Source: an optimization exercise on an open RTL-to-GDS flow (aim: small area, a short achievable clock period and few clock cycles). Production flows keep margins and buffers that such runs may drop. Where RTL was checked, it was by simulation tests only, not by an equivalence proof against the original.

Setup of oak:
Design integer_matrix_multiply, start of the top module:
module integer_matrix_multiply (
  input  wire                                   clk,
  input  wire                                   rst,
  input  wire                                   in_valid,
  output logic                                  in_ready,
  input  wire        [1:0]                      operation,
  input  wire        [2:0]                      row_index,
  input  wire        [2:0]                      col_index,
  input  wire signed [15:0]                     element_value,
  output logic                                  out_valid,
  input  wire                                   out_ready,
  output logic       [2:0]                      out_row,
  output logic       [2:0]                      out_col,
  output logic signed [imm_pkg::PROD_WIDTH-1:0] product_value,
  output logic                                  last,
  output logic                                  dim_error,
  input  wire                                   cfg_we,
  input  wire        [1:0]                      cfg_index,
  input  wire        [3:0]                      cfg_data
);
For scale: ~12000 cells after synthesis, ~3200 flip-flops, roughly 80 I/O pins.
Settings: LEC_CHECK=0, ABC_AREA=1, CAP_MARGIN=20, CORE_MARGIN=2, CORE_UTILIZATION=40, SLEW_MARGIN=20; clock period 10.0 ns.
standard.sh (not shown) runs the stock make flow with config.mk's settings and CLKGATE_MAP_FILE= SYNTH_SCRIPT=/design/flow/synth_recipe.tcl, a recipe that flattens the netlist after the stock synthesis.
==> flow/flow/run.sh <==
#!/bin/bash
# The standard layout, with the timing repair steps asked to leave more setup slack.
set -euo pipefail
bash standard.sh SETUP_SLACK_MARGIN=6.5 finish > standard.log 2>&1
## Diff of input files: pine against oak
--- a/flow/design.v
+++ b/flow/design.v
@@ -3788,15 +3788,15 @@
   logic        rdy;
   logic        ir_v, sk_v;
   logic [1:0]  ir_op, sk_op;
   logic [2:0]  ir_r, ir_c, sk_r, sk_c;
   logic [15:0] ir_d, sk_d;
   logic        in_fire, ir_go, ir_take;
   assign in_ready = rdy;
-  assign in_fire  = in_valid && rdy;
+  assign in_fire  = in_valid && rdy && !rst;
   logic       active, rb_ok;
   logic [2:0] ii, jj, ii_n, jj_n;
   logic [7:0] ii_oh, jj_oh;
   logic       iss, iss_last, rb_load;
   logic       haz_a;
   assign rb_load = active && !rb_ok;
   assign haz_a   = active && (ir_r <= ar1) && (ir_r > ii);
@@ -3840,27 +3840,28 @@
         sk_d  <= element_value;
       end else begin
         sk_op <= keep_op(sk_op, rst);
       end
     end
   end
   logic [1023:0] a_st, b_st;
-  logic          wa, wb;
-  logic [5:0]    w_adr;
+  logic [7:0]    wra, wrb, wcol;
   logic [15:0]   w_dat;
   always_ff @(posedge clk) begin
-    wa    <= ir_go && (ir_op == imm_pkg::OP_WRITE_A);
-    wb    <= ir_go && (ir_op == imm_pkg::OP_WRITE_B);
-    w_adr <= {ir_r, ir_c};
+    for (int r = 0; r < 8; r++) begin
+      wra[r]  <= ir_go && (ir_op == imm_pkg::OP_WRITE_A) && (ir_r == 3'(r));
+      wrb[r]  <= ir_go && (ir_op == imm_pkg::OP_WRITE_B) && (ir_r == 3'(r));
+      wcol[r] <= (ir_c == 3'(r));
+    end
     w_dat <= ir_d;
   end
   always_ff @(posedge clk) begin
     for (int w = 0; w < 64; w++) begin
-      if (wa && w_adr == 6'(w)) a_st[16*w +: 16] <= w_dat;
-      if (wb && w_adr == 6'(w)) b_st[16*w +: 16] <= w_dat;
+      if (wra[w / 8] && wcol[w % 8]) a_st[16*w +: 16] <= w_dat;
+      if (wrb[w / 8] && wcol[w % 8]) b_st[16*w +: 16] <= w_dat;
     end
   end
   logic [2:0] ar_i, bc_i;
   logic [3:0] occ;
   logic       hand;
   assign hand     = out_valid && out_ready;
   assign ar_i     = err ? 3'd0 : ar1;
Results
- Diff oak -> pine: synthesized netlist cell count increased by 50 relative to the old numbers, via count dropped 1055, share of the cycle needed by the critical path after routing now sits lower.
- Measured against each other, pine and oak differ in post-synthesis share of cell area spent on and, or, nand and nor gates, the lower figure coming from pine.
- pine against oak: hold slack went down 4.1 ps.
Testbench counts of pine, summed over its fixed seeds: cycles 11,975.
Function not checked in oak: the RTL went through the layout flow alone.

Setup of the previous run:
integer_matrix_multiply, a different RTL version from the one above (not shown whole).
For scale: about 80 I/O pins, roughly 0.16 mm2 of cells after synthesis.
==> module integer_matrix_multiply, before the edit <==
module integer_matrix_multiply (
  input  wire                                   clk,
  input  wire                                   rst,
  input  wire                                   in_valid,
  output logic                                  in_ready,
  input  wire        [1:0]                      operation,
  input  wire        [2:0]                      row_index,
  input  wire        [2:0]                      col_index,
  input  wire signed [15:0]                     element_value,
  output logic                                  out_valid,
  input  wire                                   out_ready,
  output logic       [2:0]                      out_row,
  output logic       [2:0]                      out_col,
  output logic signed [imm_pkg::PROD_WIDTH-1:0] product_value,
  output logic                                  last,
  output logic                                  dim_error,
  input  wire                                   cfg_we,
  input  wire        [1:0]                      cfg_index,
  input  wire        [3:0]                      cfg_data
);
  logic [3:0] a_rows, a_cols, b_rows, b_cols;
  logic [2:0] ar1, ac1, br1, bc1;
  logic       err;
  always_ff @(posedge clk) begin
    if (rst) begin
      a_rows <= 4'd1;
      a_cols <= 4'd1;
      b_rows <= 4'd1;
      b_cols <= 4'd1;
    end else if (cfg_we) begin
      case (cfg_index)
        2'd0: a_rows <= cfg_data;
        2'd1: a_cols <= cfg_data;
        2'd2: b_rows <= cfg_data;
        default: b_cols <= cfg_data;
      endcase
    end
  end
  assign ar1 = imm_pkg::dim_m1(a_rows);
  assign ac1 = imm_pkg::dim_m1(a_cols);
  assign br1 = imm_pkg::dim_m1(b_rows);
  assign bc1 = imm_pkg::dim_m1(b_cols);
  assign err = (ac1 != br1);
  logic        rdy;
  logic        ir_v, sk_v;
  logic [1:0]  ir_op, sk_op;
  logic [2:0]  ir_r, ir_c, sk_r, sk_c;
  logic [15:0] ir_d, sk_d;
  logic        in_fire, ir_go, ir_take;
  assign in_ready = rdy;
  assign in_fire  = in_valid && rdy;
  logic       active, rb_ok;
  logic [2:0] ii, jj;
  logic       iss, iss_last, rb_load;
  logic       haz_a;
  assign rb_load = active && !rb_ok;
  assign haz_a   = active && (ir_r <= ar1) && (ir_r > ii);
  always_comb begin
    case (ir_op)
      imm_pkg::OP_WRITE_A: ir_go = !haz_a;
      imm_pkg::OP_WRITE_B: ir_go = !active;
      imm_pkg::OP_COMPUTE: ir_go = !active;
      default:             ir_go = 1'b1;
    endcase
    ir_go = ir_go && ir_v;
  end
  assign ir_take = !ir_v || ir_go;
  function automatic logic [1:0] keep_op(logic [1:0] op, logic r);
    keep_op = (r && op == imm_pkg::OP_COMPUTE) ? 2'd3 : op;
  endfunction
  always_ff @(posedge clk) begin
    if (ir_take) begin
      ir_v <= sk_v || in_fire;
      sk_v <= 1'b0;
      rdy  <= 1'b1;
    end else if (in_fire) begin
      sk_v <= 1'b1;
      rdy  <= 1'b0;
    end
    if (ir_take) begin
      if (sk_v) begin
        ir_op <= keep_op(sk_op, rst);
        ir_r  <= sk_r;
        ir_c  <= sk_c;
        ir_d  <= sk_d;
      end else begin
        ir_op <= keep_op(operation, rst);
        ir_r  <= row_index;
        ir_c  <= col_index;
        ir_d  <= element_value;
      end
    end else begin
      ir_op <= keep_op(ir_op, rst);
      if (!sk_v) begin
        sk_op <= operation;
        sk_r  <= row_index;
        sk_c  <= col_index;
        sk_d  <= element_value;
      end else begin
        sk_op <= keep_op(sk_op, rst);
      end
    end
  end
  logic [1023:0] a_st, b_st;
  logic          we_a, we_b;
  assign we_a = ir_go && (ir_op == imm_pkg::OP_WRITE_A);
  assign we_b = ir_go && (ir_op == imm_pkg::OP_WRITE_B);
  always_ff @(posedge clk) begin
    for (int w = 0; w < 64; w++) begin
      if (we_a && {ir_r, ir_c} == 6'(w)) a_st[16*w +: 16] <= ir_d;
      if (we_b && {ir_r, ir_c} == 6'(w)) b_st[16*w +: 16] <= ir_d;
    end
  end
  logic [2:0] ar_i, bc_i;
  logic [3:0] occ;
  logic       hand;
  assign hand     = out_valid && out_ready;
  assign ar_i     = err ? 3'd0 : ar1;
  assign bc_i     = err ? 3'd0 : bc1;
  assign iss      = active && (occ != 4'd4 || hand);
  assign iss_last = (ii == ar_i) && (jj == bc_i);
  always_ff @(posedge clk) begin
    if (rst) begin
      active <= 1'b0;
    end else if (ir_go && ir_op == imm_pkg::OP_COMPUTE) begin
      active <= 1'b1;
    end else if (iss && iss_last) begin
      active <= 1'b0;
    end
    if (ir_go && ir_op == imm_pkg::OP_COMPUTE) begin
      ii    <= 3'd0;
      jj    <= 3'd0;
      rb_ok <= 1'b0;
    end else begin
      if (rb_load) rb_ok <= 1'b1;
      if (iss) begin
        if (jj == bc_i) begin
          jj    <= 3'd0;
          ii    <= ii + 3'd1;
          rb_ok <= 1'b0;
        end else begin
          jj <= jj + 3'd1;
        end
      end
    end
  end
  logic [127:0] rb, bcol;
  always_ff @(posedge clk) begin
    if (rb_load) begin
      for (int k = 0; k < 8; k++)
        rb[16*k +: 16] <= (3'(k) <= ac1) ? a_st[128*ii + 16*k +: 16] : 16'd0;
    end
    for (int k = 0; k < 8; k++)
      bcol[16*k +: 16] <= b_st[128*k + 16*jj +: 16];
  end
  logic        v1, v2, v3;
  logic [34:0] dot;
  imm_dot u_dot (
    .clk(clk),
    .a  (rb),
    .b  (bcol),
    .sum(dot)
  );
  always_ff @(posedge clk) begin
    if (rst) begin
      v1 <= 1'b0;
      v2 <= 1'b0;
      v3 <= 1'b0;
    end else begin
      v1 <= iss;
      v2 <= v1;
      v3 <= v2;
    end
  end
  logic [34:0] q0, q1, q2;
  logic [1:0]  qn;
  logic        out_free, take_q, take_d;
  logic [2:0]  orow, ocol;
  logic        olast;
  assign out_free = !out_valid || out_ready;
  assign take_q   = out_free && (qn != 2'd0);
  assign take_d   = out_free && (qn == 2'd0) && v3;
  assign olast    = err || (orow == ar1 && ocol == bc1);
  always_ff @(posedge clk) begin
    if (rst) begin
      occ       <= 4'd0;
      qn        <= 2'd0;
      out_valid <= 1'b0;
      orow      <= 3'd0;
      ocol      <= 3'd0;
    end else begin
      occ <= occ + 4'(iss) - 4'(hand);
      qn  <= qn + 2'(v3 && !take_d) - 2'(take_q);
      if (take_q || take_d) begin
        out_valid <= 1'b1;
        if (olast) begin
          orow <= 3'd0;
          ocol <= 3'd0;
        end else if (ocol == bc1) begin
          ocol <= 3'd0;
          orow <= orow + 3'd1;
        end else begin
          ocol <= ocol + 3'd1;
        end
      end else if (out_ready) begin
        out_valid <= 1'b0;
      end
    end
    if (take_q) begin
      q0 <= q1;
      q1 <= q2;
    end
    if (v3 && !take_d) begin
      case (qn - 2'(take_q))
        2'd0:    q0 <= dot;
        2'd1:    q1 <= dot;
        default: q2 <= dot;
      endcase
    end
    if (take_q || take_d) begin
      out_row       <= err ? 3'd0 : orow;
      out_col       <= err ? 3'd0 : ocol;
      product_value <= err ? 35'd0 : (take_q ? q0 : dot);
      last          <= olast;
      dim_error     <= err;
    end
  end
endmodule
export LEC_CHECK = 0
export ABC_AREA = 1
export CAP_MARGIN = 20
export CORE_MARGIN = 2
export CORE_UTILIZATION = 40
export SLEW_MARGIN = 20
create_clock -name core_clock -period 10.0 [get_ports {clk}]
run.sh (not shown) runs the stock make flow with config.mk's settings and CLKGATE_MAP_FILE= SYNTH_SCRIPT=/design/flow/synth_recipe.tcl, a recipe that flattens the netlist after the stock synthesis.
Stock flow here: none of the scripts above is used.
In summary, the previous run completed successfully, with a layout that passed the timing, design-rule and antenna checks.
Testbench counts of the previous run, summed over its fixed seeds: cycles 11,975.
The inputs of the current run differ from those of the previous run as listed below.
diff --git a/flow/design.v b/flow/design.v
--- a/flow/design.v
+++ b/flow/design.v
@@ -3856,17 +3856,23 @@
         sk_op <= keep_op(sk_op, rst);
       end
     end
   end
   logic [1023:0] a_st, b_st;
-  logic          we_a, we_b;
-  assign we_a = ir_go && (ir_op == imm_pkg::OP_WRITE_A);
-  assign we_b = ir_go && (ir_op == imm_pkg::OP_WRITE_B);
+  logic          wa, wb;
+  logic [5:0]    w_adr;
+  logic [15:0]   w_dat;
+  always_ff @(posedge clk) begin
+    wa    <= ir_go && (ir_op == imm_pkg::OP_WRITE_A);
+    wb    <= ir_go && (ir_op == imm_pkg::OP_WRITE_B);
+    w_adr <= {ir_r, ir_c};
+    w_dat <= ir_d;
+  end
   always_ff @(posedge clk) begin
     for (int w = 0; w < 64; w++) begin
-      if (we_a && {ir_r, ir_c} == 6'(w)) a_st[16*w +: 16] <= ir_d;
-      if (we_b && {ir_r, ir_c} == 6'(w)) b_st[16*w +: 16] <= ir_d;
+      if (wa && w_adr == 6'(w)) a_st[16*w +: 16] <= w_dat;
+      if (wb && w_adr == 6'(w)) b_st[16*w +: 16] <= w_dat;
     end
   end
   logic [2:0] ar_i, bc_i;
   logic [3:0] occ;
   logic       hand;
@@ -3926,29 +3932,35 @@
       v1 <= iss;
       v2 <= v1;
       v3 <= v2;
     end
   end
-  logic [34:0] q0, q1, q2;
-  logic [1:0]  qn;
-  logic        out_free, take_q, take_d;
+  logic [34:0] q0, q1, q2, qh;
+  logic [1:0]  qn, wp, rp;
+  logic        out_free, take_q, take_d, push;
   logic [2:0]  orow, ocol;
   logic        olast;
   assign out_free = !out_valid || out_ready;
   assign take_q   = out_free && (qn != 2'd0);
   assign take_d   = out_free && (qn == 2'd0) && v3;
+  assign push     = v3 && !take_d;
   assign olast    = err || (orow == ar1 && ocol == bc1);
+  assign qh       = (rp == 2'd0) ? q0 : (rp == 2'd1) ? q1 : q2;
   always_ff @(posedge clk) begin
     if (rst) begin
       occ       <= 4'd0;
       qn        <= 2'd0;
+      wp        <= 2'd0;
+      rp        <= 2'd0;
       out_valid <= 1'b0;
       orow      <= 3'd0;
       ocol      <= 3'd0;
     end else begin
       occ <= occ + 4'(iss) - 4'(hand);
-      qn  <= qn + 2'(v3 && !take_d) - 2'(take_q);
+      qn  <= qn + 2'(push) - 2'(take_q);
+      if (push) wp <= (wp == 2'd2) ? 2'd0 : wp + 2'd1;
+      if (take_q) rp <= (rp == 2'd2) ? 2'd0 : rp + 2'd1;
       if (take_q || take_d) begin
         out_valid <= 1'b1;
         if (olast) begin
           orow <= 3'd0;
           ocol <= 3'd0;
@@ -3960,25 +3972,19 @@
         end
       end else if (out_ready) begin
         out_valid <= 1'b0;
       end
     end
-    if (take_q) begin
-      q0 <= q1;
-      q1 <= q2;
-    end
-    if (v3 && !take_d) begin
-      case (qn - 2'(take_q))
-        2'd0:    q0 <= dot;
-        2'd1:    q1 <= dot;
-        default: q2 <= dot;
-      endcase
+    if (v3) begin
+      if (wp == 2'd0) q0 <= dot;
+      if (wp == 2'd1) q1 <= dot;
+      if (wp == 2'd2) q2 <= dot;
     end
     if (take_q || take_d) begin
       out_row       <= err ? 3'd0 : orow;
       out_col       <= err ? 3'd0 : ocol;
-      product_value <= err ? 35'd0 : (take_q ? q0 : dot);
+      product_value <= err ? 35'd0 : (take_q ? qh : dot);
       last          <= olast;
       dim_error     <= err;
     end
   end
 endmodule
--- outcome ---
Every run in the comparison, the previous run and the current run, completed the flow with a clean layout. Comparing the previous run with the current run, the global routing met3 resource utilization came out essentially unchanged. Looking at post-synthesis area per instance, the current run sits 0.22 um2 above the previous run. When the final numbers for the previous run and the current run were put side by side, the share of the synthesized area in compound gates (AO/OA/AOI/OAI) turned out to be smaller in the current run. Between the previous run and the current run, the difference in post-route worst hold slack is negligible. The previous run → the current run: final instance area closely matched the old numbers, flip-flop and latch count increased by about 0.9% relative to the old numbers. Going from the previous run to the current run, number of fill cells in the layout went down by 127, number of combinational gates with multiple inputs shrank by 2.3%. Delta (the current run minus the previous run): aggregate global-route resource usage increased 0.25 points, register fraction of the total cell area +0.66 points, number of enable flip-flop cells after synthesis grew by about 3%.
No functional check of the RTL was part of the current run.

afterwards: timing with drivers on the ports:
Ports are ideal in the flow. The routed layouts listed here were re-timed in OpenROAD.
Step 1, drivers: a clkbuf_16 drives clk and a buf_2 each remaining input, both assumed.
Step 2 moves the port delays by t, midway between the first and last clock arrival at a register: inputs arrive t later, outputs are due t later. That takes back most of the time a late clock gives input paths.
a / b / c = ideal / step 1 / step 2; a / b = the first two.
run	t (ns)	slack for setup (ns)	worst slew at a driven data input, ns	pins driven straight from the clock port
oak	1.062	6.331 / 6.331 / 5.661	0.04	1
pine	1.065	6.359 / 6.359 / 5.627	0.08	1
the previous run	1.063	5.180 / 5.180 / 4.504	0.05	1
the current run	1.060	5.294 / 5.294 / 5.294	0.38	1
After both steps setup and hold are still met in every run listed. The setup slack of pine, which loses most, moves by 0.000 ns with the drivers and by -0.732 ns with both steps.
